Background: an optimization exercise with open tools, aiming at small area, a short achievable clock period and few clock cycles per item. Do not read the settings as production practice.
In this exercise RTL edits were held to simulation tests only and were not proved equivalent to the original.
Power is estimated from default activity; no workload was simulated.

**flow/run.sh**
```bash
#!/bin/bash
# synth_recipe.tcl (not shown) runs the flow's synth.tcl, then flattens the netlist and writes it again
# the make line also repeats each setting of config.mk as NAME=value (left out here)
make -C /OpenROAD-flow-scripts/flow DESIGN_CONFIG=/design/flow/config.mk WORK_HOME=/design/flow/orfs CLKGATE_MAP_FILE= SYNTH_SCRIPT=/design/flow/synth_recipe.tcl finish
```
**flow/config.mk**
```make
export PLATFORM = sky130hd
export DESIGN_NAME = page_table_leaf_ager
export DESIGN_NICKNAME = page_table_leaf_ager
export VERILOG_FILES = /design/flow/design.v
export SDC_FILE = /design/flow/constraint.sdc
export NUM_CORES = 4
export LEC_CHECK = 0
export CAP_MARGIN = 20
export CORE_MARGIN = 2
export CORE_UTILIZATION = 40
export SLEW_MARGIN = 20
```
**flow/design.v**
```verilog
module pta_front (
    input  logic          clk,
    input  logic          rst_n,
    input  logic          push,
    output logic          full,
    input  logic          entry_valid,
    input  logic          entry_accessed,
    input  logic [3:0]    entry_age,
    input  logic          last_entry,
    output logic          cmd_valid,
    input  logic          cmd_ready,
    output logic [10:0]   cmd
);
    localparam int         MAX_AGE_VALUE = 15;
    localparam int         AGE_TOP_INT   = (MAX_AGE_VALUE > 15) ? 15 : MAX_AGE_VALUE;
    localparam logic [3:0] AGE_TOP       = AGE_TOP_INT;
    localparam int         CMD_DEPTH     = 2;
    localparam int         CMD_PTR_W     = (CMD_DEPTH > 1) ? $clog2(CMD_DEPTH) : 1;
    localparam int         CMD_CNT_W     = $clog2(CMD_DEPTH + 1);
    logic [10:0]          q_reg [0:CMD_DEPTH-1];
    logic [CMD_PTR_W-1:0] wr_ptr_reg;
    logic [CMD_PTR_W-1:0] wr_ptr_next;
    logic [CMD_PTR_W-1:0] rd_ptr_reg;
    logic [CMD_PTR_W-1:0] rd_ptr_next;
    logic [CMD_CNT_W-1:0] count_reg;
    logic [CMD_CNT_W-1:0] count_next;
    logic                 push_fire;
    logic                 pop_fire;
    logic [10:0]          cls;
    logic [3:0]           cls_nage;
    logic                 cls_adv;
    always_comb
    begin
        if (!entry_valid)
        begin
            cls_nage = entry_age;
        end
        else if (entry_accessed)
        begin
            cls_nage = 4'd0;
        end
        else if (entry_age < AGE_TOP)
        begin
            cls_nage = entry_age + 4'd1;
        end
        else
        begin
            cls_nage = AGE_TOP;
        end
        cls_adv = entry_valid && (entry_accessed || (cls_nage > entry_age));
        cls     = {entry_valid, cls_adv, last_entry, entry_age, cls_nage};
    end
    assign full      = (count_reg == CMD_DEPTH);
    assign cmd_valid = (count_reg != '0);
    assign cmd       = q_reg[rd_ptr_reg];
    assign push_fire = push && !full;
    assign pop_fire  = cmd_valid && cmd_ready;
    always_comb
    begin
        wr_ptr_next = wr_ptr_reg;
        rd_ptr_next = rd_ptr_reg;
        count_next  = count_reg;
        if (push_fire)
        begin
            wr_ptr_next = (wr_ptr_reg == CMD_DEPTH - 1) ? '0 : wr_ptr_reg + 1'b1;
        end
        if (pop_fire)
        begin
            rd_ptr_next = (rd_ptr_reg == CMD_DEPTH - 1) ? '0 : rd_ptr_reg + 1'b1;
        end
        case ({push_fire, pop_fire})
            2'b10:   count_next = count_reg + 1'b1;
            2'b01:   count_next = count_reg - 1'b1;
            default: count_next = count_reg;
        endcase
    end
    always_ff @(posedge clk or negedge rst_n)
    begin
        if (!rst_n)
        begin
            wr_ptr_reg <= '0;
            rd_ptr_reg <= '0;
            count_reg  <= '0;
        end
        else
        begin
            wr_ptr_reg <= wr_ptr_next;
            rd_ptr_reg <= rd_ptr_next;
            count_reg  <= count_next;
        end
    end
    always_ff @(posedge clk)
    begin
        if (push_fire)
        begin
            q_reg[wr_ptr_reg] <= cls;
        end
    end
endmodule
module pta_back (
    input  logic          clk,
    input  logic          rst_n,
    input  logic          cmd_valid,
    output logic          cmd_ready,
    input  logic [10:0]   cmd,
    output logic          empty,
    input  logic          pop,
    output logic [58:0]   res
);
    localparam int                    ENTRIES_PER_TABLE = 512;
    localparam int                    COUNT_BITS        = 16;
    localparam int                    NUM_BUCKETS       = 16;
    localparam int                    ADV_CAP_INT       = (ENTRIES_PER_TABLE > 1023) ? 1023 : ENTRIES_PER_TABLE;
    localparam logic [9:0]            ADV_CAP           = ADV_CAP_INT;
    localparam logic [COUNT_BITS-1:0] COUNT_MAX         = '1;
    localparam logic signed [4:0]     NO_AGE            = -5'sd1;
    localparam int                    RES_DEPTH         = 2;
    localparam int                    RES_PTR_W         = (RES_DEPTH > 1) ? $clog2(RES_DEPTH) : 1;
    localparam int                    RES_CNT_W         = $clog2(RES_DEPTH + 1);
    logic                 cmd_v;
    logic                 cmd_adv;
    logic                 cmd_last;
    logic [3:0]           cmd_age;
    logic [3:0]           cmd_nage;
    logic [NUM_BUCKETS-1:0][COUNT_BITS-1:0] hist_reg;
    logic [NUM_BUCKETS-1:0][COUNT_BITS-1:0] hist_next;
    logic signed [4:0]    old_max_reg;
    logic signed [4:0]    old_max_next;
    logic signed [4:0]    new_max_reg;
    logic signed [4:0]    new_max_next;
    logic [9:0]           adv_cnt_reg;
    logic [9:0]           adv_cnt_next;
    logic signed [4:0]    old_max_upd;
    logic signed [4:0]    new_max_upd;
    logic [9:0]           adv_cnt_upd;
    logic                 move;
    logic [63:0]          bucket_wide;
    logic                 fire;
    logic [58:0]          res_in;
    logic signed [4:0]    res_old_max;
    logic signed [4:0]    res_new_max;
    logic                 res_moves;
    logic [58:0]          q_reg [0:RES_DEPTH-1];
    logic [RES_PTR_W-1:0] wr_ptr_reg;
    logic [RES_PTR_W-1:0] wr_ptr_next;
    logic [RES_PTR_W-1:0] rd_ptr_reg;
    logic [RES_PTR_W-1:0] rd_ptr_next;
    logic [RES_CNT_W-1:0] count_reg;
    logic [RES_CNT_W-1:0] count_next;
    logic                 res_full;
    logic                 pop_fire;
    assign {cmd_v, cmd_adv, cmd_last, cmd_age, cmd_nage} = cmd;
    assign res_full  = (count_reg == RES_DEPTH);
    assign empty     = (count_reg == '0);
    assign pop_fire  = pop && !empty;
    assign cmd_ready = !res_full || pop_fire;
    assign fire      = cmd_valid && cmd_ready;
    assign move      = cmd_v && (cmd_nage != cmd_age);
    always_comb
    begin
        for (int i = 0; i < NUM_BUCKETS; i++)
        begin
            hist_next[i] = hist_reg[i];
            if (move && (cmd_age == i) && (hist_reg[i] != '0))
            begin
                hist_next[i] = hist_reg[i] - 1'b1;
            end
            else if (move && (cmd_nage == i) && (hist_reg[i] != COUNT_MAX))
            begin
                hist_next[i] = hist_reg[i] + 1'b1;
            end
        end
    end
    always_comb
    begin
        old_max_upd = old_max_reg;
        new_max_upd = new_max_reg;
        adv_cnt_upd = adv_cnt_reg;
        if (cmd_v && ($signed({1'b0, cmd_age}) > old_max_reg))
        begin
            old_max_upd = $signed({1'b0, cmd_age});
        end
        if (cmd_v && ($signed({1'b0, cmd_nage}) > new_max_reg))
        begin
            new_max_upd = $signed({1'b0, cmd_nage});
        end
        if (cmd_adv && (adv_cnt_reg < ADV_CAP))
        begin
            adv_cnt_upd = adv_cnt_reg + 1'b1;
        end
    end
    assign bucket_wide = {{(64 - COUNT_BITS){1'b0}}, hist_next[cmd_nage]};
    always_comb
    begin
        if (cmd_last)
        begin
            res_old_max = old_max_upd;
            res_new_max = new_max_upd;
            res_moves   = (old_max_upd != new_max_upd);
        end
        else
        begin
            res_old_max = '0;
            res_new_max = '0;
            res_moves   = 1'b0;
        end
        res_in = {cmd_nage, cmd_adv, bucket_wide[31:0], cmd_last,
                  res_old_max, res_new_max, res_moves, adv_cnt_upd};
    end
    always_comb
    begin
        if (cmd_last)
        begin
            old_max_next = NO_AGE;
            new_max_next = NO_AGE;
            adv_cnt_next = '0;
        end
        else
        begin
            old_max_next = old_max_upd;
            new_max_next = new_max_upd;
            adv_cnt_next = adv_cnt_upd;
        end
    end
    always_ff @(posedge clk or negedge rst_n)
    begin
        if (!rst_n)
        begin
            hist_reg    <= '0;
            old_max_reg <= NO_AGE;
            new_max_reg <= NO_AGE;
            adv_cnt_reg <= '0;
        end
        else if (fire)
        begin
            hist_reg    <= hist_next;
            old_max_reg <= old_max_next;
            new_max_reg <= new_max_next;
            adv_cnt_reg <= adv_cnt_next;
        end
    end
    always_comb
    begin
        wr_ptr_next = wr_ptr_reg;
        rd_ptr_next = rd_ptr_reg;
        if (fire)
        begin
            wr_ptr_next = (wr_ptr_reg == RES_DEPTH - 1) ? '0 : wr_ptr_reg + 1'b1;
        end
        if (pop_fire)
        begin
            rd_ptr_next = (rd_ptr_reg == RES_DEPTH - 1) ? '0 : rd_ptr_reg + 1'b1;
        end
        case ({fire, pop_fire})
            2'b10:   count_next = count_reg + 1'b1;
            2'b01:   count_next = count_reg - 1'b1;
            default: count_next = count_reg;
        endcase
    end
    always_ff @(posedge clk or negedge rst_n)
    begin
        if (!rst_n)
        begin
            wr_ptr_reg <= '0;
            rd_ptr_reg <= '0;
            count_reg  <= '0;
        end
        else
        begin
            wr_ptr_reg <= wr_ptr_next;
            rd_ptr_reg <= rd_ptr_next;
            count_reg  <= count_next;
        end
    end
    always_ff @(posedge clk)
    begin
        if (fire)
        begin
            q_reg[wr_ptr_reg] <= res_in;
        end
    end
    assign res = q_reg[rd_ptr_reg];
endmodule
module page_table_leaf_ager (
    input  logic              clk,
    input  logic              rst_n,
    input  logic              push,
    output logic              full,
    input  logic              entry_valid,
    input  logic              entry_accessed,
    input  logic [3:0]        entry_age,
    input  logic              last_entry,
    output logic              empty,
    input  logic              pop,
    output logic [3:0]        new_age,
    output logic              advanced,
    output logic [31:0]       bucket_count,
    output logic              region_done,
    output logic signed [4:0] region_old_max,
    output logic signed [4:0] region_new_max,
    output logic              region_moves,
    output logic [9:0]        aged_total
);
    logic [10:0] cmd;
    logic cmd_valid;
    logic cmd_ready;
    logic [58:0] res;
    pta_front u_front (
        .clk            (clk),
        .rst_n          (rst_n),
        .push           (push),
        .full           (full),
        .entry_valid    (entry_valid),
        .entry_accessed (entry_accessed),
        .entry_age      (entry_age),
        .last_entry     (last_entry),
        .cmd_valid      (cmd_valid),
        .cmd_ready      (cmd_ready),
        .cmd            (cmd)
    );
    pta_back u_back (
        .clk       (clk),
        .rst_n     (rst_n),
        .cmd_valid (cmd_valid),
        .cmd_ready (cmd_ready),
        .cmd       (cmd),
        .empty     (empty),
        .pop       (pop),
        .res       (res)
    );
    assign {new_age, advanced, bucket_count, region_done, region_old_max, region_new_max,
            region_moves, aged_total} = res;
endmodule
```
**flow/constraint.sdc**
```tcl
create_clock -name core_clock -period 5.0 [get_ports {clk}]
set_input_delay 1.0000 -clock core_clock [delete_from_list [all_inputs] [get_ports {clk}]]
set_output_delay 1.0000 -clock core_clock [all_outputs]
set_load 0.01 [all_outputs]
```
==> impl_results.md <==
- Leakage power: between 10 and 15 nW
- 1st-iter DRT viols: 2924
- Minimum hold slack: roughly 0.41 ns
- Largest delay share family, worst path: simple AND/OR/NAND/NOR gates
- Crit path max fanout: 33
- First-pass DRT Iterations: 6
- Clk buf depth: 3
- Yosys warns: 2
- Die Span X: ~280 um
- Mapped cell area: 29400 um^2
- Seq cells post-synth: between 300 and 400
- Clk_skew: between 0.04 and 0.05 ns
- Initial core utilization: 0.404
- Layout net count: approximately 3400
- Post-Synthesis Cells: 3409
- Critical path launch point type: register
- First-pass GRT wire length: 157000 um
- CTS sink count: slightly below 400
- Clk root buf: clkbuf_16
- TNS Setup: 0 ns
- Worst EP arrival: roughly 4.9 ns
- Post_cts resized: 0
- PortBufs: 55
- Die height: approximately 280 um
- Synth-to-Final Area Change: 10.5%
- CP Capture Type: register
- Clock transition at path regs: ~0.060 ns
- Main synth FF type: dfrtp_1
- CP required: approximately 5.4 ns
- Status: timing/DRC/antenna clean
- WL per Instance: around 24 um
- CP Depth: 9
- Worst path cell trace: mux2i_4 -> o211ai_1 -> or4_1 -> nor4_1 -> a21oi_1 -> xnor2_1 -> a221o_1 -> or4_1 -> a211o_1
- Worst VDD drop: slightly below 0.5 mV
- GRT overflow: 0
- Syn_area_per_cell: 8.62 um^2
- PD cells: about 610 nW/um^2
- Final slew viol count: 0
- Post-route clock period utilization: 0.904
- Remaining DRCs: 0
- Period minus WS final: 4.52 ns
- Crit path top cell by count: or4_1
- R2R cell count: 9
- Final Hold Viols: 0
- Asr flop ratio synth: 0.724
- RSZ-0062 raised after global routing: no
- Post-synth EDFFs: around 110
- Final Wtd Congestion: between 1 and 1.5
- Crit-path slowest cell: dfrtp_2
- Latest clock arrival within the worst-skew pair: approximately 0.63 ns
- Max incr delay on CP: roughly 0.76 ns
- Routed WL: about 100000 um
- Worst slew margin: 0.166
- DRT antenna net count: 0
- Die area: between 70000 and 80000 um^2
- Row count: 99
- CTS tree: done
- Fmax achieved: 221 MHz
- Sequential share of the synthesized area: 0.352
- Reg2Reg Setup Slack: 0.48 ns
- Crit Path Class: reg -> reg
- CTS HTree Levels: 2
- Final setup viols: 0
- Vias after detailed routing: 26700
- Worst Tran Pin Value: 1.25 ns
- All-Layer GR Usage: 0.270
- Largest net degree at the start of global routing: 84
- Vias in the first global route: 24700
- Post-cts hold buffer count: 0
- Placeable Area: 72800 um^2
- Vias per std cell: ~6.1
- Worst Path Buf+Inv: 0
- Dpl hpwl: ~80000 um
- Distinct cell type count after synthesis: about 110
- Share of layout cells above drive strength 1: 0.0908
- # Post-CTS Setup Buffers: 0
- Max reg flops: about 260
- # IOs: approximately 70
- Antenna violations before repair: 2
- Hold Path Class: in -> async
- Max-Cap Viols: 0
- CTS Buf Count: 49
- Tot Pwr: ~20 mW
placed cells by master, fill, tap and decap left out, types with 17 or more instances in the layout:
master	n
o31ai_1	19
buf_4	93
and4_1	31
mux2i_1	30
edfxtp_1	108
nand2b_1	21
xnor2_1	287
a41oi_1	17
and3_1	56
nor4b_1	20
or4_1	36
nor4_1	81
nand2_1	334
a22oi_1	56
a211oi_1	20
nor2_1	317
or2_2	19
and2_1	30
nand3_1	127
clkbuf_16	49
nor3b_1	18
o21ai_0	121
or3_1	36
inv_1	73
o22ai_1	100
clkdlybuf4s50_1	54
mux2_2	49
a31oi_1	22
dfrtp_1	272
xor2_1	204
nand4_1	93
ha_1	57
a21oi_1	92
nor3_1	97
cell type report:
| class | count | area [um^2] |
|---|---|---|
| diodes | 1 | 2.50 |
| clock buffers | 70 | 1400 |
| clock inverters | 19 | 240 |
| fillers | 7214 | 40400 |
| inverters | 75 | 284 |
| multi-input cells | 2683 | 17700 |
| flip-flops and latches | 392 | 10400 |
| well taps | 959 | 1200 |
| repair buffers | 152 | 1330 |
routing by layer:
metal  global-route usage  vias to the layer above  wire (um)
met1                0.366                    13000      44300
met3               0.0505                      237       8280
met5                    0                        -         27
met4                0.110                        4       4730
li1                     -                    12300          -
met2                0.424                     1135      46300
Yosys cell counts, types with 49 or more instances:
cell type  number  area, um^2
nand2_1       335        1260
nor2_1        319        1200
xnor2_1       287        2510
dfrtp_1       274        6860
xor2_1        204        1790
clkbuf_1      184         691
nand3_1       127         636
o21ai_0       121         606
edfxtp_1      108        3240
o22ai_1       100         626
nor3_1         97         485
nand4_1        93         582
a21oi_1        92         460
nor4_1         81         507
inv_1          73         274
ha_1           57         713
a22oi_1        56         420
and3_1         56         350
mux2_2         49         552
where the power goes:
part	switching (mW)	leakage [nW]	internal, mW
Combinational	6.20	7.11	3.60
Sequential	1.70	4.78	4.65
Clock	1.51	0.793	2.15
through the flow:
step                       util  cells  cell area (um^2)  setup WS, ns
final                     0.446   4351             32500         0.479
after global routing      0.446   4350             32500         0.350
after CTS                 0.446   4350             32500         0.630
after detailed placement  0.423   4261             30800         0.646
after global placement    0.423   4261             30800         0.622
after floorplan               -   3424             29500          1.04
path summary, 6_finish.rpt:
check,start,end
setup / recovery,u_front.rd_ptr_reg$_DFFE_PN0P_,u_back.q_reg[0][31]$_DFFE_PP_
min in group core_clock,u_front.wr_ptr_reg$_DFFE_PN0P_,u_front.wr_ptr_reg$_DFFE_PN0P_
setup reg to reg,u_front.rd_ptr_reg$_DFFE_PN0P_,u_back.q_reg[0][31]$_DFFE_PP_
hold reg to reg,u_front.wr_ptr_reg$_DFFE_PN0P_,u_front.wr_ptr_reg$_DFFE_PN0P_
max in group asynchronous,rst_n,u_back.hist_reg[16]$_DFFE_PN0P_
hold / removal,rst_n,u_back.hist_reg[184]$_DFFE_PN0P_
cells by family (layout without fill, tap and decap cells):
kind of cell    after synthesis  after routing  synth area share
simple gates               1400           1400             0.246
compound gates              638            638             0.150
xor+xnor                    491            491             0.146
flops                       392            392             0.352
buf+inv                     349            316            0.0504
mux                          81             81            0.0301
fa+ha+maj                    57             57            0.0243
other cells                   1             17          0.000128
Testbench counts, summed over its fixed seeds: cycles 32,792, items 32,768.

[what the ideal ports hide]
No port has a modelled driver above. Below, the same layout with a new extraction and two added sets of constraints.
Step 1 (the two cells are an assumption about what drives the block):
set clk [get_ports {clk}]
set_driving_cell -lib_cell sky130_fd_sc_hd__clkbuf_16 $clk
set_driving_cell -lib_cell sky130_fd_sc_hd__buf_2 [delete_from_list [all_inputs] $clk]
Step 2 also shifts input and output timing later by t, the mid clock arrival at the registers, as if the neighbouring blocks saw the same clock.
Three values: ideal, step 1, step 2; two values: the first two.
t (ns): 0.670
setup WS [ns]: 0.479 / 0.479 / 0.479
worst data-port slew with drivers (ns): 0.05
After both steps this run still meets setup and hold. The setup slack of this run moves by 0.000 ns with the drivers and by 0.000 ns with both steps.
